Background: an optimization exercise with open tools, aiming at small area. Do not read the settings as production practice.
Function was checked by simulation only, so behaviour that the tests miss may differ from the original.
Power is estimated from default activity; no workload was simulated.

==> inputs of job 5316 <==
Design gpioTop, start of the top module:
module gpioTop
(
  input  logic                        PCLK,
  input  logic                        arstN,
  input  logic                        psel,
  input  logic                        penable,
  input  logic                        pwrite,
  input  logic [8-1:0] paddr,
  input  logic [32-1:0]  pwdata,
  input  logic [32-1:0]     gpioIn,
  output logic [32-1:0]  prdata,
  output logic [32-1:0]     gpioOut,
  output logic [32-1:0]     gpioOe,
  output logic [32-1:0]     intVec,
  output logic                        intOr
);
export LEC_CHECK = 0
export ABC_AREA = 1
export CAP_MARGIN = 0
export CORE_MARGIN = 2
export CORE_UTILIZATION = 70
export CTS_BUF_LIST = sky130_fd_sc_hd__clkbuf_8
export CTS_CLUSTER_DIAMETER = 80
export CTS_CLUSTER_SIZE = 16
export SLEW_MARGIN = 0
create_clock -name core_clock -period 10.0 [get_ports {PCLK}]
standard.sh (not shown) runs the stock make flow with config.mk's settings and CLKGATE_MAP_FILE= SYNTH_SCRIPT=/design/flow/synth_recipe.tcl, a recipe that flattens the netlist after the stock synthesis.
==> flow/flow/run.sh <==
#!/bin/bash
# Own layout flow: the standard synthesis, then its logic between the registers
# replaced by a hand-mapped netlist of the same function (flow/gen_netlist.py),
# then the standard flow from floorplan to finish, with the smallest buffer
# on the ports. Each tool's output goes to a log file of its own here.
set -euo pipefail
R=orfs/results/${FLOW_PLATFORM}/gpioTop/base

bash standard.sh synth > synth_standard.log 2>&1

cp "$R/1_2_yosys.v" standard_1_2_yosys.v
if python3 flow/gen_netlist.py standard_1_2_yosys.v hand_1_2_yosys.v > gen_netlist.log 2>&1; then
  cp hand_1_2_yosys.v "$R/1_2_yosys.v"
  touch "$R/1_2_yosys.v"
  rm -f "$R/1_synth.odb" "$R/1_synth.sdc"
else
  echo "gen_netlist failed; keeping the standard netlist" >> gen_netlist.log
fi

export CTS_ARGS="-sink_clustering_enable -repair_clock_nets -buf_list sky130_fd_sc_hd__clkbuf_8 -sink_clustering_size 16 -sink_clustering_max_diameter 80 -dont_use_dummy_load"
BUFFER_PORTS_ARGS="-buffer_cell sky130_fd_sc_hd__buf_1" bash standard.sh finish > flow_standard.log 2>&1
Other scripts of this flow, unchanged in this note and not shown: flow/flow/gen_netlist.py
==> inputs of job 9460, as changes to job 5316 <==
--- a/flow/flow/run.sh
+++ b/flow/flow/run.sh
@@ -17,5 +17,5 @@
   echo "gen_netlist failed; keeping the standard netlist" >> gen_netlist.log
 fi
 
-export CTS_ARGS="-sink_clustering_enable -repair_clock_nets -buf_list sky130_fd_sc_hd__clkbuf_8 -sink_clustering_size 16 -sink_clustering_max_diameter 80 -dont_use_dummy_load"
+export CTS_ARGS="-sink_clustering_enable -repair_clock_nets -buf_list sky130_fd_sc_hd__clkbuf_8 -sink_clustering_size 15 -sink_clustering_max_diameter 80 -dont_use_dummy_load"
 BUFFER_PORTS_ARGS="-buffer_cell sky130_fd_sc_hd__buf_1" bash standard.sh finish > flow_standard.log 2>&1
CORE_UTILIZATION = 80   (was 70)
CTS_CLUSTER_SIZE = 15   (was 16)
==> run notes <==
	job 5316	job 9460
Leakage power of the design	7.78 nW	7.78 nW
Initial DRT Pass Iterations	15	17
Hold Path Origin	core0.inSync0.syncIn[26]	core0.inSync0.metaIn[17]
Final standard cell utilization of the core	78.6%	88.7%
Finished Cell Area	18600 um^2	18500 um^2
Combinational power	0.000144 W	0.000157 W
First DRT Iteration DRCs	2852	2968
Terminating pin of the worst hold path	core0.inSync0.prevIn[26]	core0.inSync0.syncIn[17]
Number of clock buffers in the layout	30	31
Number of buffers outside the clock class in the layout	211	210
Proportion of power drawn by combinational gates	5.3%	5.7%
Total clock buffers created by CTS	30	31
Power Internal	0.00205 W	0.00206 W
Height of the chip	159 um	149 um
Result of the run	complete, no violations	complete, no violations
Launch point of the worst path	paddr[7]	paddr[5]
Share of the final layout cell area in sequential cells	54.6%	54.7%
Proportion of cell area spent on the clock network	2.22%	2.30%
Area after detailed placement	18100 um^2	18100 um^2
Clk Latency, worst-skew pair	0.63 ns	0.64 ns
Wire length of the first global-routing pass	80800 um	92100 um
Highest-delay cell along the critical path	a222oi_1	or3_1
Shortest clock period the worst path allows after layout	6.71 ns	6.71 ns


==> inputs of trial 35 <==
gpioTop again, from the RTL that the note above started with.
Settings: LEC_CHECK=0, ABC_AREA=1, CAP_MARGIN=20, CORE_MARGIN=2, CORE_UTILIZATION=65, CTS_BUF_LIST=sky130_fd_sc_hd__clkbuf_8, CTS_CLUSTER_DIAMETER=80, CTS_CLUSTER_SIZE=15, SLEW_MARGIN=20; clock period 10.0 ns.
==> flow/flow/run.sh <==
#!/bin/bash
# Own layout flow: the standard synthesis, then its logic between the registers
# replaced by a hand-mapped netlist of the same function (flow/gen_netlist.py),
# then the standard flow from floorplan to finish, with the smallest buffer
# on the ports. Each tool's output goes to a log file of its own here.
set -euo pipefail
R=orfs/results/${FLOW_PLATFORM}/gpioTop/base

bash standard.sh synth > synth_standard.log 2>&1

cp "$R/1_2_yosys.v" standard_1_2_yosys.v
if python3 flow/gen_netlist.py standard_1_2_yosys.v hand_1_2_yosys.v > gen_netlist.log 2>&1; then
  cp hand_1_2_yosys.v "$R/1_2_yosys.v"
  touch "$R/1_2_yosys.v"
  rm -f "$R/1_synth.odb" "$R/1_synth.sdc"
else
  echo "gen_netlist failed; keeping the standard netlist" >> gen_netlist.log
fi

BUFFER_PORTS_ARGS="-buffer_cell sky130_fd_sc_hd__buf_1" bash standard.sh finish > flow_standard.log 2>&1
Other scripts of this flow, unchanged in this note and not shown: flow/flow/gen_netlist.py
==> trial 87 (differences from trial 35) <==
--- a/flow/flow/run.sh
+++ b/flow/flow/run.sh
@@ -19,2 +19,3 @@
 
+export CTS_ARGS="-sink_clustering_enable -repair_clock_nets -buf_list sky130_fd_sc_hd__clkbuf_8 -sink_clustering_size 15 -sink_clustering_max_diameter 80 -dont_use_dummy_load"
 BUFFER_PORTS_ARGS="-buffer_cell sky130_fd_sc_hd__buf_1" bash standard.sh finish > flow_standard.log 2>&1
- CAP_MARGIN: 20 -> 0
- CORE_UTILIZATION: 65 -> 70
- SLEW_MARGIN: 20 -> 0
==> summary of the runs <==
Of trial 87 and trial 35, trial 35 has the higher design area (gap 0.92%, measured against trial 35).
Between trial 35 and trial 87, the lower die area is in trial 87 (gap about 7.5%, measured against trial 87).
Against trial 87, the total power of trial 35 is higher by 2.0%.
Between trial 35 and trial 87, the lower routed wire length is in trial 87 (gap about 2.8%, measured against trial 87).
In sequential power, trial 87 and trial 35 hardly differ.
Against trial 35, the clock skew of trial 87 is higher by 0.010 ns.
Against trial 87, the first-iteration DRC count of trial 35 is higher by about 40%.
Of trial 35 and trial 87, trial 87 has the higher register-to-register slack (gap 0.08 ns).
Of trial 35 and trial 87, trial 35 has the higher combinational power (gap about 4%, measured against trial 87).
Hold slack: trial 87 is better than trial 35 (0.0010 ns).
Trial 87 passed the timing, design-rule and antenna checks. Trial 35 produced a clean layout.
==> figures <==
	trial 35	trial 87
Outcome	finished clean	finished clean
Data arrival time of the worst path	4.86 ns	4.84 ns
Share of post-route cells with drive strength above 1	2.78%	2.72%
Starting density of the core	65.6%	71.6%
Length of the first detailed-routing pass in iterations	10	14
Setup Skew	0.0362 ns	0.0464 ns
Number of diodes	2	0
Final worst path period share	68.6%	68.4%
Maximum number of pins on one net before global-route repair	173	79
Met3 Use GR	7.19%	9.30%
Half-perimeter wire length of the detailed placement result	37300 µm	36200 µm
Final Hold Slack	0.349 ns	0.350 ns
Routed met3 length	6660 µm	6850 µm
Drt total wl	54300 µm	52800 µm
Final Cell Area	0.0188 mm²	0.0187 mm²
Switching portion of total power	24.6%	24.0%
Share of total power in sequential cells	64.3%	65.6%
Setup slack after layout	3.14 ns	3.16 ns
Delay of the slowest cell on the worst path	0.60 ns	0.50 ns
Routed via count divided by cell count	6.55	6.73
Wire length of the first global-routing pass	80600 µm	81300 µm


==> build 15: inputs <==
==> flow/design.v <==
`default_nettype none
package gpioPkg;
  typedef logic [32-1:0] pinVec_t;
  typedef logic [32-1:0] apbData_t;
  typedef logic [8-1:0] apbAddr_t;
  typedef struct packed
  {
    logic sel;
    logic enable;
    logic write;
    apbAddr_t addr;
    apbData_t wdata;
  } apbReq_t;
endpackage
`default_nettype wire
`timescale 1ns/10ps
`default_nettype none
module gpioApbControl
(
  input  logic             PCLK,
  input  gpioPkg::apbReq_t apb,
  output logic             wrEn,
  output logic             selCfg,
  output logic             selIrq,
  output logic             selIn,
  output logic             selOut
);
  logic setupSeen;
  logic hiBase;
  always_ff @(posedge PCLK)
    setupSeen <= apb.sel & ~apb.enable;
  assign wrEn = apb.sel & apb.enable & apb.write & setupSeen;
  assign hiBase = apb.addr[7] & ~apb.addr[6] & (apb.addr[3:0] == 4'h0);
  assign selCfg = ~apb.addr[7];
  assign selIrq = hiBase & (apb.addr[5:4] == 2'b00);
  assign selIn  = hiBase & (apb.addr[5:4] == 2'b01);
  assign selOut = hiBase & (apb.addr[5:4] == 2'b10);
endmodule
`default_nettype wire
`timescale 1ns/10ps
`default_nettype none
module gpioRegFile
(
  input  logic                      PCLK,
  input  logic                      arstN,
  input  logic                      wrEn,
  input  logic                      selCfg,
  input  logic                      selOut,
  input  logic [4:0]                idx,
  input  gpioPkg::apbData_t         wdata,
  output logic [32-1:0]   cfgWr,
  output logic [8*32-1:0] cfg,
  output gpioPkg::pinVec_t          outReg,
  output logic                      outValid,
  output gpioPkg::pinVec_t          gpioOut,
  output gpioPkg::pinVec_t          gpioOe
);
  logic [7:0] cfgWdata;
  assign cfgWdata = {wdata[7], wdata[6] ^ wdata[7], wdata[5:0]};
  for (genvar i = 0; i < 32; i++)
  begin : genCfg
    assign cfgWr[i] = wrEn & selCfg & (idx == 5'(i));
    always_ff @(posedge PCLK or negedge arstN)
    begin
      if (!arstN)
        cfg[8*i +: 8] <= '0;
      else if (cfgWr[i])
        cfg[8*i +: 8] <= cfgWdata;
    end
  end
  always_ff @(posedge PCLK)
  begin
    if (wrEn & selOut)
      outReg <= wdata[32-1:0];
  end
  always_ff @(posedge PCLK or negedge arstN)
  begin
    if (!arstN)
      outValid <= 1'b0;
    else if (wrEn & selOut)
      outValid <= 1'b1;
  end
  for (genvar i = 0; i < 32; i++)
  begin : genPin
    assign gpioOut[i] = outReg[i] & outValid & cfg[8*i];
    assign gpioOe[i] = cfg[8*i] & cfg[8*i+2];
  end
endmodule
`default_nettype wire
`timescale 1ns/10ps
`default_nettype none
module gpioInputSync
(
  input  logic             PCLK,
  input  logic             arstN,
  input  gpioPkg::pinVec_t gpioIn,
  output gpioPkg::pinVec_t syncIn,
  output gpioPkg::pinVec_t prevIn
);
  gpioPkg::pinVec_t metaIn;
  always_ff @(posedge PCLK or negedge arstN)
  begin
    if (!arstN)
      metaIn <= '0;
    else
      metaIn <= gpioIn;
  end
  always_ff @(posedge PCLK)
  begin
    syncIn <= metaIn;
    prevIn <= syncIn;
  end
endmodule
`default_nettype wire
`timescale 1ns/10ps
`default_nettype none
module gpioIrqDetect
(
  input  logic                      PCLK,
  input  logic [8*32-1:0] cfg,
  input  gpioPkg::pinVec_t          syncIn,
  input  gpioPkg::pinVec_t          prevIn,
  input  logic [32-1:0]   cfgWr,
  input  logic                      cfgSame,
  input  logic                      irqClr,
  input  gpioPkg::apbData_t         wdata,
  output gpioPkg::pinVec_t          intVec,
  output logic                      intOr
);
  for (genvar i = 0; i < 32; i++)
  begin : genPin
    logic en, d, a, e;
    logic v;
    logic hit;
    logic lvl;
    logic kill;
    logic flag;
    assign en = cfg[8*i+3];
    assign d  = cfg[8*i+5];
    assign a  = cfg[8*i+6];
    assign e  = cfg[8*i+7];
    assign v = d ^ (syncIn[i] | e);
    assign hit = a & v & (syncIn[i] ^ prevIn[i]);
    assign lvl = ~a & ~e & v;
    assign kill = cfgWr[i] & ~cfgSame;
    always_ff @(posedge PCLK)
      flag <= ~kill & (hit | (flag & ~(irqClr & wdata[i])));
    assign intVec[i] = en & (flag | lvl);
  end
  assign intOr = |intVec;
endmodule
`default_nettype wire
`timescale 1ns/10ps
`default_nettype none
module gpioReadMux
(
  input  logic                      selCfg,
  input  logic                      selIrq,
  input  logic                      selIn,
  input  logic                      selOut,
  input  logic [4:0]                idx,
  input  logic [8*32-1:0] cfg,
  input  gpioPkg::pinVec_t          intVec,
  input  gpioPkg::pinVec_t          syncIn,
  input  gpioPkg::pinVec_t          outReg,
  output logic [7:0]                cfgSel,
  output gpioPkg::apbData_t         rdata
);
  logic [7:0] cfgByte;
  always_comb
  begin
    cfgSel = '0;
    for (int i = 0; i < 32; i++)
      if (idx == 5'(i))
        cfgSel = cfg[8*i +: 8];
  end
  assign cfgByte = {cfgSel[7], cfgSel[6] ^ cfgSel[7], cfgSel[5:0]};
  for (genvar i = 0; i < 32; i++)
  begin : genBit
    logic fromCfg;
    if (i < 8)
      assign fromCfg = selCfg & cfgByte[i];
    else
      assign fromCfg = 1'b0;
    assign rdata[i] = fromCfg
                    | (selIrq & intVec[i])
                    | (selIn & syncIn[i] & cfg[8*i+1])
                    | (selOut & outReg[i]);
  end
endmodule
`default_nettype wire
`timescale 1ns/10ps
`default_nettype none
module gpioCore
(
  input  logic              PCLK,
  input  logic              arstN,
  input  gpioPkg::apbReq_t  apb,
  input  gpioPkg::pinVec_t  gpioIn,
  output gpioPkg::apbData_t rdata,
  output gpioPkg::pinVec_t  gpioOut,
  output gpioPkg::pinVec_t  gpioOe,
  output gpioPkg::pinVec_t  intVec,
  output logic              intOr
);
  logic                      wrEn;
  logic                      selCfg, selIrq, selIn, selOut;
  logic [32-1:0]   cfgWr;
  logic [8*32-1:0] cfg;
  logic [7:0]                cfgSel;
  logic                      cfgSame;
  gpioPkg::pinVec_t          outReg;
  logic                      outValid;
  gpioPkg::pinVec_t          syncIn;
  gpioPkg::pinVec_t          prevIn;
  gpioApbControl ctrl0
  (
    .PCLK   (PCLK),
    .apb    (apb),
    .wrEn   (wrEn),
    .selCfg (selCfg),
    .selIrq (selIrq),
    .selIn  (selIn),
    .selOut (selOut)
  );
  gpioRegFile regFile0
  (
    .PCLK     (PCLK),
    .arstN    (arstN),
    .wrEn     (wrEn),
    .selCfg   (selCfg),
    .selOut   (selOut),
    .idx      (apb.addr[6:2]),
    .wdata    (apb.wdata),
    .cfgWr    (cfgWr),
    .cfg      (cfg),
    .outReg   (outReg),
    .outValid (outValid),
    .gpioOut  (gpioOut),
    .gpioOe   (gpioOe)
  );
  gpioInputSync inSync0
  (
    .PCLK   (PCLK),
    .arstN  (arstN),
    .gpioIn (gpioIn),
    .syncIn (syncIn),
    .prevIn (prevIn)
  );
  assign cfgSame = (cfgSel[3] == apb.wdata[3]) && (cfgSel[5] == apb.wdata[5]) &&
                   (cfgSel[6] == (apb.wdata[6] ^ apb.wdata[7])) && (cfgSel[7] == apb.wdata[7]);
  gpioIrqDetect irq0
  (
    .PCLK    (PCLK),
    .cfg     (cfg),
    .syncIn  (syncIn),
    .prevIn  (prevIn),
    .cfgWr   (cfgWr),
    .cfgSame (cfgSame),
    .irqClr  (wrEn & selIrq),
    .wdata   (apb.wdata),
    .intVec  (intVec),
    .intOr   (intOr)
  );
  gpioReadMux readMux0
  (
    .selCfg (selCfg),
    .selIrq (selIrq),
    .selIn  (selIn),
    .selOut (selOut & outValid),
    .idx    (apb.addr[6:2]),
    .cfg    (cfg),
    .intVec (intVec),
    .syncIn (syncIn),
    .outReg (outReg),
    .cfgSel (cfgSel),
    .rdata  (rdata)
  );
endmodule
`default_nettype wire
`timescale 1ns/10ps
`default_nettype none
module gpioTop
(
  input  logic                        PCLK,
  input  logic                        arstN,
  input  logic                        psel,
  input  logic                        penable,
  input  logic                        pwrite,
  input  logic [8-1:0] paddr,
  input  logic [32-1:0]  pwdata,
  input  logic [32-1:0]     gpioIn,
  output logic [32-1:0]  prdata,
  output logic [32-1:0]     gpioOut,
  output logic [32-1:0]     gpioOe,
  output logic [32-1:0]     intVec,
  output logic                        intOr
);
  gpioPkg::apbReq_t apb;
  always_comb
  begin
    apb.sel = psel;
    apb.enable = penable;
    apb.write = pwrite;
    apb.addr = paddr;
    apb.wdata = pwdata;
  end
  gpioCore core0
  (
    .PCLK    (PCLK),
    .arstN   (arstN),
    .apb     (apb),
    .gpioIn  (gpioIn),
    .rdata   (prdata),
    .gpioOut (gpioOut),
    .gpioOe  (gpioOe),
    .intVec  (intVec),
    .intOr   (intOr)
  );
endmodule
`default_nettype wire
==> flow/run.sh <==
#!/bin/bash
# synth_recipe.tcl (not shown) runs the flow's synth.tcl, then flattens the netlist and writes it again
# the make line also repeats each setting of config.mk as NAME=value (left out here)
make -C /OpenROAD-flow-scripts/flow DESIGN_CONFIG=/design/flow/config.mk WORK_HOME=/design/flow/orfs CLKGATE_MAP_FILE= SYNTH_SCRIPT=/design/flow/synth_recipe.tcl finish
==> flow/config.mk <==
export PLATFORM = sky130hd
export DESIGN_NAME = gpioTop
export DESIGN_NICKNAME = gpioTop
export VERILOG_FILES = /design/flow/design.v
export SDC_FILE = /design/flow/constraint.sdc
export NUM_CORES = 4
export LEC_CHECK = 0
export ABC_AREA = 1
export CAP_MARGIN = 20
export CORE_MARGIN = 2
export CORE_UTILIZATION = 65
export CTS_BUF_LIST = sky130_fd_sc_hd__clkbuf_8
export CTS_CLUSTER_DIAMETER = 80
export CTS_CLUSTER_SIZE = 15
export SLEW_MARGIN = 20
==> flow/constraint.sdc <==
create_clock -name core_clock -period 10.0 [get_ports {PCLK}]
set_input_delay 2.0000 -clock core_clock [delete_from_list [all_inputs] [get_ports {PCLK}]]
set_output_delay 2.0000 -clock core_clock [all_outputs]
set_load 0.01 [all_outputs]
==> trial 11 (differences from build 15) <==
Settings changed: CORE_UTILIZATION 65 to 40, CTS_BUF_LIST sky130_fd_sc_hd__clkbuf_8 to default, CTS_CLUSTER_DIAMETER 80 to default, CTS_CLUSTER_SIZE 15 to default.
==> comparison table <==
Status: build 15 no timing/DRC/antenna violations; trial 11 no timing/DRC/antenna violations
Worst slack on hold paths: build 15 0.3486 ns; trial 11 0.3267 ns
Setup crit end: build 15 prdata[0]; trial 11 prdata[6]
Register-to-register setup slack: build 15 5.83 ns; trial 11 5.78 ns
Repair and plain buffers: build 15 227; trial 11 234
Total CTS buffers: build 15 31; trial 11 47
Tcrit/Tclk final: build 15 0.8718; trial 11 0.8700
Final period demand of the worst path: build 15 8.718 ns; trial 11 8.700 ns
Placed cells: build 15 2881; trial 11 3112
H-tree depth: build 15 1; trial 11 2
Register share of the cell area: build 15 0.4549; trial 11 0.4294
Fraction of layout instances using a drive strength above 1: build 15 0.05845; trial 11 0.07654
Horiz. Die Dim: build 15 176.7 um; trial 11 224.1 um
Number of filler instances in the final layout: build 15 2192; trial 11 4611
Via count of the first global-routing pass: build 15 16790; trial 11 16540
Die area: build 15 31210 um^2; trial 11 50220 um^2
Routed wirelength normalized by instance count: build 15 21.86 um; trial 11 22.01 um
Number of nets in the layout: build 15 2602; trial 11 2625
Logic pwr share: build 15 0.149; trial 11 0.117
Buffer and inverter count on the worst path: build 15 3; trial 11 4
Worst path arrival time: build 15 6.72 ns; trial 11 6.70 ns
Area fraction of clock buffers and clock inverters: build 15 0.02398; trial 11 0.06500
Worst ir drop on vdd: build 15 0.1492 mV; trial 11 0.1068 mV
Multi-input combinational area share: build 15 0.3442; trial 11 0.3253
Insertion delay of the later-clocked pin in the worst-skew pair: build 15 0.66 ns; trial 11 0.60 ns
Startpoint of the worst setup timing path: build 15 paddr[5]; trial 11 paddr[6]

-- what the ideal ports hide --
The results above use ideal ports. As a check the final layouts listed here were re-extracted and re-timed, cells and wires unchanged.
Step 1, drivers: a clkbuf_16 drives PCLK and a buf_2 each remaining input, both assumed.
Step 2 moves the port delays by t, midway between the first and last clock arrival at a register: inputs arrive t later, outputs are due t later. That takes back most of the time a late clock gives input paths.
Three values: ideal, step 1, step 2; two values: the first two.
| run | t, ns | slack for setup (ns) | worst setup path at the end | latest minus earliest clock arrival (ns) | pins driven straight from the clock port |
|---|---|---|---|---|---|
| job 5316 | 0.650 | 3.293 / 3.220 / 3.220 | input to output | 0.063 / 0.062 | 1 |
| job 9460 | 0.673 | 3.293 / 3.192 / 3.192 | input to output | 0.027 / 0.026 | 1 |
| trial 35 | 0.656 | 3.136 / 3.023 / 3.023 | input to output | 0.036 / 0.036 | 1 |
| trial 87 | 0.658 | 3.164 / 3.093 / 3.093 | input to output | 0.046 / 0.046 | 1 |
| build 15 | 0.697 | 1.282 / 1.222 / 1.222 | input to output | 0.023 / 0.023 | 1 |
| trial 11 | 0.637 | 1.300 / 1.219 / 1.219 | input to output | 0.033 / 0.033 | 1 |
After both steps every run listed still meets setup and hold. For trial 35, which loses most, drivers alone change the setup slack by -0.113 ns; drivers and shift together by -0.113 ns.
